This is an optimization exercise on Yosys and OpenROAD, whose aim is small area and a short achievable clock period, not a production implementation. The RTL was checked by simulation tests, not by an equivalence proof against the original design. No activity file was given, so power comes from the tool's default toggle rates.

==> flow/design.v <==
`default_nettype none
package rename_pkg;
    localparam int INSTR_W = 32;
    localparam int OP_W = 4;
    localparam int FUNC_W = 3;
    localparam int LREG_W = 5;
    localparam int NUM_LREGS = 32;
    typedef enum logic [OP_W-1:0] {
        Alu    = 4'd0,
        AluImm = 4'd1,
        Mem    = 4'd2,
        Branch = 4'd3,
        Jump   = 4'd4,
        Lui    = 4'd5
    } opcode_e;
    typedef enum logic [FUNC_W-1:0] {
        Add  = 3'd0,
        Sub  = 3'd1,
        And  = 3'd2,
        Or   = 3'd3,
        Xor  = 3'd4,
        Sll  = 3'd5,
        Mull = 3'd6
    } alu_func_e;
    typedef enum logic [FUNC_W-1:0] {
        Beq  = 3'd0,
        Bne  = 3'd1,
        Blt  = 3'd2,
        Beqz = 3'd3
    } branch_func_e;
    typedef enum logic [FUNC_W-1:0] {
        Load  = 3'd0,
        Store = 3'd1
    } mem_func_e;
    typedef enum logic [FUNC_W-1:0] {
        Jal  = 3'd0,
        Jalr = 3'd1
    } jump_func_e;
    typedef struct packed {
        logic [OP_W-1:0]   op;
        logic [FUNC_W-1:0] func;
        logic [LREG_W-1:0] dst;
        logic [LREG_W-1:0] src1;
        logic [LREG_W-1:0] src2;
        logic [9:0]        unused;
    } r_fmt_t;
    typedef struct packed {
        logic [OP_W-1:0]   op;
        logic [FUNC_W-1:0] func;
        logic [LREG_W-1:0] dst;
        logic [LREG_W-1:0] src1;
        logic [14:0]       imm15;
    } i_fmt_t;
    typedef struct packed {
        logic [OP_W-1:0]   op;
        logic [FUNC_W-1:0] func;
        logic [LREG_W-1:0] dst;
        logic [19:0]       imm20;
    } j_fmt_t;
    typedef union packed {
        r_fmt_t r;
        i_fmt_t i;
        j_fmt_t j;
    } instr_u;
endpackage
`default_nettype wire
`timescale 1ns/1ps
`default_nettype none
module rename_stage #(
    parameter int SUPER = 2,
    parameter int PHYS_SZ = 48,
    localparam int PREG_W = $clog2(PHYS_SZ)
) (
    input  logic                                        clk,
    input  logic                                        rst,
    input  logic                                        in_valid,
    input  logic [SUPER-1:0][rename_pkg::INSTR_W-1:0]   in_instr,
    output logic                                        stall,
    input  logic [SUPER-1:0]                            commit_valid,
    input  logic [SUPER-1:0][PREG_W-1:0]                commit_preg,
    output logic                                        out_valid,
    output logic [SUPER-1:0]                            out_lane_valid,
    output logic [SUPER-1:0][rename_pkg::OP_W-1:0]      out_op,
    output logic [SUPER-1:0][rename_pkg::FUNC_W-1:0]    out_func,
    output logic [SUPER-1:0][PREG_W-1:0]                out_src1_p,
    output logic [SUPER-1:0][PREG_W-1:0]                out_src2_p,
    output logic [SUPER-1:0][PREG_W-1:0]                out_dst_p,
    output logic [SUPER-1:0][PREG_W-1:0]                out_old_dst_p,
    output logic [SUPER-1:0][rename_pkg::INSTR_W-1:0]   out_imm
);
    localparam int NL = rename_pkg::NUM_LREGS;
    localparam int NF = PHYS_SZ - NL;           
    localparam int FW = $clog2(NF);             
    logic [1:0]        legal, wr, jump, lane_valid, writes, rd1, rd2, i15, i20;
    logic [1:0][4:0]   s1, s2, d;
    always_comb begin
        for (int l = 0; l < 2; l++) begin
            logic [3:0] op;
            logic [2:0] f;
            op = in_instr[l][31:28];
            f = in_instr[l][27:25];
            s1[l] = in_instr[l][19:15];
            s2[l] = in_instr[l][14:10];
            d[l] = in_instr[l][24:20];
            case (op)
                4'd0, 4'd1: legal[l] = f != 3'd7;
                4'd2, 4'd4: legal[l] = f[2:1] == 2'b00;
                4'd3:       legal[l] = !f[2];
                4'd5:       legal[l] = f == 3'd0;
                default:    legal[l] = 1'b0;
            endcase
            wr[l] = (op == 4'd0) || (op == 4'd1) || (op == 4'd4) || (op == 4'd5) ||
                    (op == 4'd2 && !f[0]);
            jump[l] = op == 4'd4;
            rd1[l] = (op == 4'd0) || (op == 4'd1) || (op == 4'd2) || (op == 4'd3) ||
                     (op == 4'd4 && f[0]);
            rd2[l] = (op == 4'd0) || (op == 4'd3) || (op == 4'd2 && f[0]);
            i15[l] = (op == 4'd1) || (op == 4'd2 && !f[0]) || (op == 4'd4 && f[0]);
            i20[l] = (op == 4'd4 && !f[0]) || (op == 4'd5);
        end
        lane_valid[0] = legal[0];
        lane_valid[1] = legal[1] && !(legal[0] && jump[0]);
        for (int l = 0; l < 2; l++) begin
            writes[l] = lane_valid[l] && wr[l] && (d[l] != 5'd0);
        end
    end
    logic [PREG_W-1:0] fq [NF];
    logic [FW-1:0]     head, tail;
    logic [FW:0]       cnt;
    logic              accept;
    logic [1:0][PREG_W-1:0] alloc;
    logic [FW-1:0]     head1;
    assign stall = cnt[FW:1] == '0;
    assign accept = in_valid && !stall;
    assign head1 = head + 1'b1;
    logic [NF-1:0]     tail_oh;
    assign tail_oh = NF'(1) << tail;
    assign alloc[0] = fq[head];
    assign alloc[1] = writes[0] ? fq[head1] : fq[head];
    logic [1:0]    take;
    logic [FW:0]   cnt_rel;
    logic [FW:0]   cnt_next;
    logic [FW-1:0] head_next;
    assign take = accept ? writes : 2'b00;
    assign cnt_rel = cnt + (FW+1)'(commit_valid[0]) + (FW+1)'(commit_valid[1]);
    always_comb begin
        case (take)
            2'b00:        begin cnt_next = cnt_rel;        head_next = head;         end
            2'b01, 2'b10: begin cnt_next = cnt_rel - 1'b1; head_next = head1;        end
            default:      begin cnt_next = cnt_rel - 2'd2; head_next = head + 2'd2;  end
        endcase
    end
    always_ff @(posedge clk) begin
        if (rst) begin
            head <= '0;
            tail <= '0;
            cnt <= (FW+1)'(NF);
        end else begin
            head <= head_next;
            tail <= tail + FW'(commit_valid[0]) + FW'(commit_valid[1]);
            cnt <= cnt_next;
        end
    end
    always_ff @(posedge clk) begin
        if (rst) begin
            for (int e = 0; e < NF; e++) begin
                fq[e] <= PREG_W'(NL + e);
            end
        end else begin
            for (int e = 0; e < NF; e++) begin
                if (tail_oh[e] && commit_valid[0]) begin
                    fq[e] <= commit_preg[0];
                end else if ((tail_oh[e] && !commit_valid[0] ||
                              tail_oh[(e + NF - 1) % NF] && commit_valid[0]) && commit_valid[1]) begin
                    fq[e] <= commit_preg[1];
                end
            end
        end
    end
    logic [PREG_W-1:0] map [1:NL-1];
    logic [NL-1:0][PREG_W-1:0] mapv;
    always_comb begin
        mapv[0] = '0;
        for (int r = 1; r < NL; r++) begin
            mapv[r] = map[r];
        end
    end
    function automatic logic [PREG_W-1:0] rd_map(input logic [4:0] r);
        rd_map = mapv[r];
    endfunction
    always_ff @(posedge clk) begin
        if (rst) begin
            for (int r = 1; r < NL; r++) begin
                map[r] <= PREG_W'(r);
            end
        end else if (accept) begin
            if (writes[0]) map[d[0]] <= alloc[0];
            if (writes[1]) map[d[1]] <= alloc[1];
        end
    end
    logic [1:0][PREG_W-1:0] r_s1, r_s2, r_old;
    logic [1:0][20:0]       r_imm;
    logic                   f_s1, f_s2, f_old;
    always_ff @(posedge clk) begin
        if (rst) begin
            out_valid <= 1'b0;
        end else begin
            out_valid <= accept;
        end
    end
    always_ff @(posedge clk) begin
        out_lane_valid <= lane_valid;
        for (int l = 0; l < 2; l++) begin
            out_op[l] <= in_instr[l][31:28];
            out_func[l] <= in_instr[l][27:25];
            r_s1[l] <= rd1[l] ? rd_map(s1[l]) : '0;
            r_s2[l] <= rd2[l] ? rd_map(s2[l]) : '0;
            r_old[l] <= wr[l] ? rd_map(d[l]) : '0;
            out_dst_p[l] <= writes[l] ? alloc[l] : '0;
            r_imm[l][14:0] <= (i15[l] || i20[l]) ? in_instr[l][14:0] : '0;
            r_imm[l][19:15] <= i20[l] ? in_instr[l][19:15] : {5{i15[l] && in_instr[l][14]}};
            r_imm[l][20] <= i20[l] ? in_instr[l][19] : (i15[l] && in_instr[l][14]);
        end
        f_s1 <= rd1[1] && writes[0] && s1[1] == d[0];
        f_s2 <= rd2[1] && writes[0] && s2[1] == d[0];
        f_old <= wr[1] && writes[0] && d[1] == d[0];
    end
    always_comb begin
        for (int l = 0; l < 2; l++) begin
            out_imm[l] = {{11{r_imm[l][20]}}, r_imm[l]};
        end
        out_src1_p[0] = r_s1[0];
        out_src2_p[0] = r_s2[0];
        out_old_dst_p[0] = r_old[0];
        out_src1_p[1] = f_s1 ? out_dst_p[0] : r_s1[1];
        out_src2_p[1] = f_s2 ? out_dst_p[0] : r_s2[1];
        out_old_dst_p[1] = f_old ? out_dst_p[0] : r_old[1];
    end
endmodule
`default_nettype wire
clock: 8.0 ns
lec_check: 0
cap_margin: 20
core_margin: 2
core_utilization: 50
cts_buf_list: sky130_fd_sc_hd__clkbuf_4
setup_slack_margin: 4.5
slew_margin: 20
standard.sh (not shown) runs the stock make flow with config.mk's settings and CLKGATE_MAP_FILE= SYNTH_SCRIPT=/design/flow/synth_recipe.tcl, a recipe that flattens the netlist after the stock synthesis.
==> flow/flow/run.sh <==
#!/bin/bash
set -euo pipefail
bash standard.sh "BUFFER_PORTS_ARGS=-buffer_cell sky130_fd_sc_hd__buf_1" MATCH_CELL_FOOTPRINT=0 finish > flow_make.log 2>&1
==> next run, changes <==
--- a/flow/config.mk
+++ b/flow/config.mk
@@ -8,5 +8,5 @@
 export CAP_MARGIN = 20
 export CORE_MARGIN = 2
-export CORE_UTILIZATION = 50
+export CORE_UTILIZATION = 40
 export CTS_BUF_LIST = sky130_fd_sc_hd__clkbuf_4
 export SETUP_SLACK_MARGIN = 4.5
The changed run completed without violations.
Cell count went up by 4.9%.
Flip-flop and latch count stays the same.
Non-clock buffer count went down by 7.
Combinational power stays flat.
Global-route usage went down by 10 points.
Sequential power is about the same.
Core utilization went down by 12 points.
==> next run, changes <==
--- a/flow/config.mk
+++ b/flow/config.mk
@@ -8,6 +8,8 @@
 export CAP_MARGIN = 20
 export CORE_MARGIN = 2
-export CORE_UTILIZATION = 40
+export CORE_UTILIZATION = 50
 export CTS_BUF_LIST = sky130_fd_sc_hd__clkbuf_4
+export CTS_CLUSTER_DIAMETER = 40
+export CTS_CLUSTER_SIZE = 8
 export SETUP_SLACK_MARGIN = 4.5
 export SLEW_MARGIN = 20
The changed run finished with timing, DRC and antenna clean.
Sequential share of layout area rose by 0.42 points.
Area after synthesis stays the same.
Fmax fell slightly.
Worst setup slack degrades by 24 ps.
Power fell by a few percent.
Routed wire length rose by a few percent.
Cell count fell by a few percent.
Clock skew fell by 40 ps.
Die area fell by about a fifth.
Count of clock-buffer cells in the layout fell by 55.
==> next run, changes <==
--- a/flow/config.mk
+++ b/flow/config.mk
@@ -8,5 +8,5 @@
 export CAP_MARGIN = 20
 export CORE_MARGIN = 2
-export CORE_UTILIZATION = 50
+export CORE_UTILIZATION = 40
 export CTS_BUF_LIST = sky130_fd_sc_hd__clkbuf_4
 export CTS_CLUSTER_DIAMETER = 40
Effect: The new run finished clean; global-route usage came out lower by 10 points; design area came out higher by about 1.2%; clock skew came out higher by 19 ps; count of clock-buffer cells in the layout came out lower by 9; first-iteration DRC count came out higher by 7.7%; hold slack degrades by 4.7 ps; utilization came out lower by 11 points; critical path depth does not change; setup slack improves by 46 ps; wire length came out lower by about 5%; die area came out higher by about 25%.
==> next run, changes <==
==> flow/flow/run.sh (replaced) <==
#!/bin/bash
set -euo pipefail
bash standard.sh "BUFFER_PORTS_ARGS=-buffer_cell sky130_fd_sc_hd__buf_4" finish > flow_make.log 2>&1
--- a/flow/config.mk
+++ b/flow/config.mk
@@ -9,7 +9,4 @@
 export CORE_MARGIN = 2
 export CORE_UTILIZATION = 40
-export CTS_BUF_LIST = sky130_fd_sc_hd__clkbuf_4
-export CTS_CLUSTER_DIAMETER = 40
-export CTS_CLUSTER_SIZE = 8
 export SETUP_SLACK_MARGIN = 4.5
 export SLEW_MARGIN = 20
Result: The new run passed the timing, DRC and antenna checks. Global-route usage came out higher by 0.60 points. Total power increases by 13%. Sequential share of layout area drops by 1.2 points.

-- separate check: timing with driven ports --
No port has a modelled driver above. Below, the same layouts with a new extraction and two added sets of constraints. Step 1 assumes that a clkbuf_16 drives the clock port and a buf_2 every other input. Step 2 times the ports against the registers' clock, not the clock port: input delays grow and output delays shrink by t, the midpoint of the rising clock arrivals with the driver on. Slacks: ideal / step 1 / step 2; pairs: ideal / step 1.
run	t, ns	setup WS [ns]	worst hold slack (ns)	pins driven straight from the clock port
the first run	0.966	4.495 / 4.518 / 3.551	0.514 / 0.514 / 0.514	1
the second run	0.952	4.454 / 4.479 / 3.527	0.507 / 0.507 / 0.507	1
the third run	0.914	4.431 / 4.462 / 3.548	0.522 / 0.522 / 0.522	1
the fourth run	0.927	4.477 / 4.487 / 3.585	0.517 / 0.517 / 0.517	1
the fifth run	0.666	4.499 / 4.502 / 3.835	0.507 / 0.507 / 0.507	1
After both steps every run listed still meets setup and hold. For the first run, which loses most, drivers alone change the setup slack by +0.023 ns; drivers and shift together by -0.944 ns.
